Source: an optimization exercise on an open RTL-to-GDS flow (aim: small area, a short achievable clock period and few clock cycles). Production flows keep margins and buffers that such runs may drop. The RTL was checked by simulation tests, not by an equivalence proof against the original design. Power is estimated from default activity; no workload was simulated.

## exp/willow
Design cab_bridge_top, start of the top module:
module cab_bridge_top (
  input  logic        clk,
  input  logic        rst_n,
  input  logic [31:0] maddr,
  input  logic [63:0] mwdata,
  input  logic [1:0]  mwr,
  input  logic [1:0]  mreq,
  output logic [1:0]  mrdy,
  output logic [1:0]  mdn,
  output logic [63:0] mrdata,
  input  logic [1:0]  srdy,
  input  logic [1:0]  sack,
  input  logic [31:0] sackdata,
  output logic [1:0]  sreq,
  output logic [31:0] sreqdata
);
Size in the first run: roughly 840 cells after synthesis, roughly 250 flip-flops, ~240 I/O pins, about 11000 µm² of cells after synthesis.
make LEC_CHECK=0 CAP_MARGIN=20 CORE_MARGIN=2 CORE_UTILIZATION=40 SETUP_SLACK_MARGIN=4 SLEW_MARGIN=20 finish   # period 7.0 ns
run.sh (not shown) runs the stock make flow with config.mk's settings and CLKGATE_MAP_FILE= SYNTH_SCRIPT=/design/flow/synth_recipe.tcl, a recipe that flattens the netlist after the stock synthesis.
exp/willow ran to completion and came out clean on the timing, DRC and antenna checks.
Testbench counts of exp/willow, summed over its fixed seeds: cycles 32,600.
What exp/lagoon does differently from exp/willow at the input level:
Settings: SETUP_SLACK_MARGIN now 3, was 4.
Results
- exp/lagoon against exp/willow: area of the multi-input gates fell by 14%; power attributed to the clock group fell by about 3%; register-to-register slack fell by 0.25 ns; non-clock buffer count fell by 92.
- exp/lagoon vs exp/willow, clock period minus final worst setup slack went up by 0.067 ns.
- Compared with exp/willow, exp/lagoon shows a total power that is about 13% lower.
- As far as share of the synthesized area in compound gates (AO/OA/AOI/OAI) goes, exp/lagoon and exp/willow are indistinguishable; the numbers are identical.
- Side by side, growth of design area from synthesis to finish turned out lower in exp/lagoon than in exp/willow.
- Commonest non-fill, non-tap cell in the layout = sky130_fd_sc_hd__clkdlybuf4s50_1: exp/lagoon; commonest non-fill, non-tap cell in the layout = sky130_fd_sc_hd__edfxtp_1: exp/willow
- Compared with exp/willow, exp/lagoon shows worst setup slack lower by 0.067 ns.
The following lists how exp/garnet was set up differently from exp/lagoon:
==> flow/flow/run.sh (new file) <==
#!/bin/bash
# standard layout, with plain buffers on the ports instead of the delay cells buffer_ports picks
set -euo pipefail
bash standard.sh "BUFFER_PORTS_ARGS=-buffer_cell sky130_fd_sc_hd__buf_4" finish > standard.log 2>&1
==> flow/standard.sh (new file) <==
#!/bin/bash
# synth_recipe.tcl (not shown) runs the flow's synth.tcl, then flattens the netlist and writes it again
# the make line also repeats each setting of config.mk as NAME=value (left out here)
make -C /OpenROAD-flow-scripts/flow DESIGN_CONFIG=/design/flow/config.mk WORK_HOME=/design/flow/orfs CLKGATE_MAP_FILE= SYNTH_SCRIPT=/design/flow/synth_recipe.tcl "${@:-finish}"
removed: flow/run.sh
--- outcome ---
- exp/garnet against exp/lagoon: total number of vias did not really move; clock buffer and inverter area fraction after layout went up; layout overhead on the synthesized area went down; cell count went down.
- exp/lagoon completed every stage of the flow, and the final layout passed the timing, DRC and antenna checks.
- exp/garnet went all the way through the flow, and no timing, DRC or antenna check failed.
- Between exp/lagoon and exp/garnet, the flow reports met3 layer wire length in the routed design increasing by more than 10%.


Setup of v6:
Another version of the RTL of cab_bridge_top (not shown whole).
For scale: about 240 I/O pins, roughly 7500 µm² of cells after synthesis.
==> flow/config.mk <==
export PLATFORM = sky130hd
export DESIGN_NAME = cab_bridge_top
export DESIGN_NICKNAME = cab_bridge_top
export VERILOG_FILES = /design/flow/design.v
export SDC_FILE = /design/flow/constraint.sdc
export NUM_CORES = 4
export LEC_CHECK = 0
export CAP_MARGIN = 5
export CORE_MARGIN = 2
export CORE_UTILIZATION = 75
export SETUP_SLACK_MARGIN = 3.7
export SLEW_MARGIN = 5
==> flow/constraint.sdc <==
create_clock -name core_clock -period 7.0 [get_ports {clk}]
set_input_delay 1.4000 -clock core_clock [delete_from_list [all_inputs] [get_ports {clk}]]
set_output_delay 1.4000 -clock core_clock [all_outputs]
set_load 0.01 [all_outputs]
standard.sh (not shown) runs the stock make flow with config.mk's settings and CLKGATE_MAP_FILE= SYNTH_SCRIPT=/design/flow/synth_recipe.tcl, a recipe that flattens the netlist after the stock synthesis.
==> flow/flow/run.sh <==
#!/bin/bash
# standard layout, with plain buffers on the ports instead of the delay cells
# buffer_ports picks, and a clock tree without dummy loads
set -euo pipefail
bash standard.sh "BUFFER_PORTS_ARGS=-buffer_cell sky130_fd_sc_hd__buf_1" \
  "CTS_ARGS=-sink_clustering_enable -repair_clock_nets -dont_use_dummy_load -sink_clustering_size 30 -buf_list sky130_fd_sc_hd__clkbuf_8 -root_buf sky130_fd_sc_hd__clkbuf_16" \
  finish > standard.log 2>&1
v6: all stages complete, timing, DRC and antenna checks passed
Testbench counts of v6, summed over its fixed seeds: cycles 37,465.
> inputs changed (v6 -> v7)
- SETUP_SLACK_MARGIN: 3.7 -> 3.6
- SLEW_MARGIN: 5 -> 20
- CAP_MARGIN: 5 -> 20
[summary]
v7 vs v6 — highest attainable clock frequency dropped 0.0031 GHz.
Where hold slack is concerned, v6 is better than v7.
The minimum clock period after layout in v7 sits 35 ps above the value recorded for v6.
Compared with v6, v7 shows final weighted congestion in routability-driven placement that has gone up by a few percent.
Multi-input combinational area share, v6 and v7: larger value in v7

## re-timing with driven ports
How much do the figures lean on ideal ports? The routed layouts below were timed once more, with nothing changed but the port constraints.
Step 1, drivers: a clkbuf_16 drives clk and a buf_2 each remaining input, both assumed.
Step 2 adds t to the input delays and takes it off the output delays; t is the mean of the earliest and latest rising clock arrival at the registers after step 1. Input paths then give back, and output paths get back, about the clock's delay inside the block.
Slacks: ideal / step 1 / step 2; pairs: ideal / step 1.
| run | t (ns) | setup slack, ns | clock arrival spread, ns |
|---|---|---|---|
| exp/willow | 0.593 | 3.135 / 3.070 / 2.860 | 0.013 / 0.013 |
| exp/lagoon | 0.589 | 3.068 / 3.035 / 2.623 | 0.010 / 0.010 |
| exp/garnet | 0.571 | 3.108 / 2.940 / 2.512 | 0.011 / 0.011 |
| v6 | 0.398 | 3.649 / 3.606 / 3.333 | 0.029 / 0.030 |
| v7 | 0.396 | 3.614 / 3.583 / 3.284 | 0.027 / 0.027 |
After both steps every run listed still meets setup and hold. For exp/garnet, which loses most, drivers alone change the setup slack by -0.168 ns; drivers and shift together by -0.596 ns.
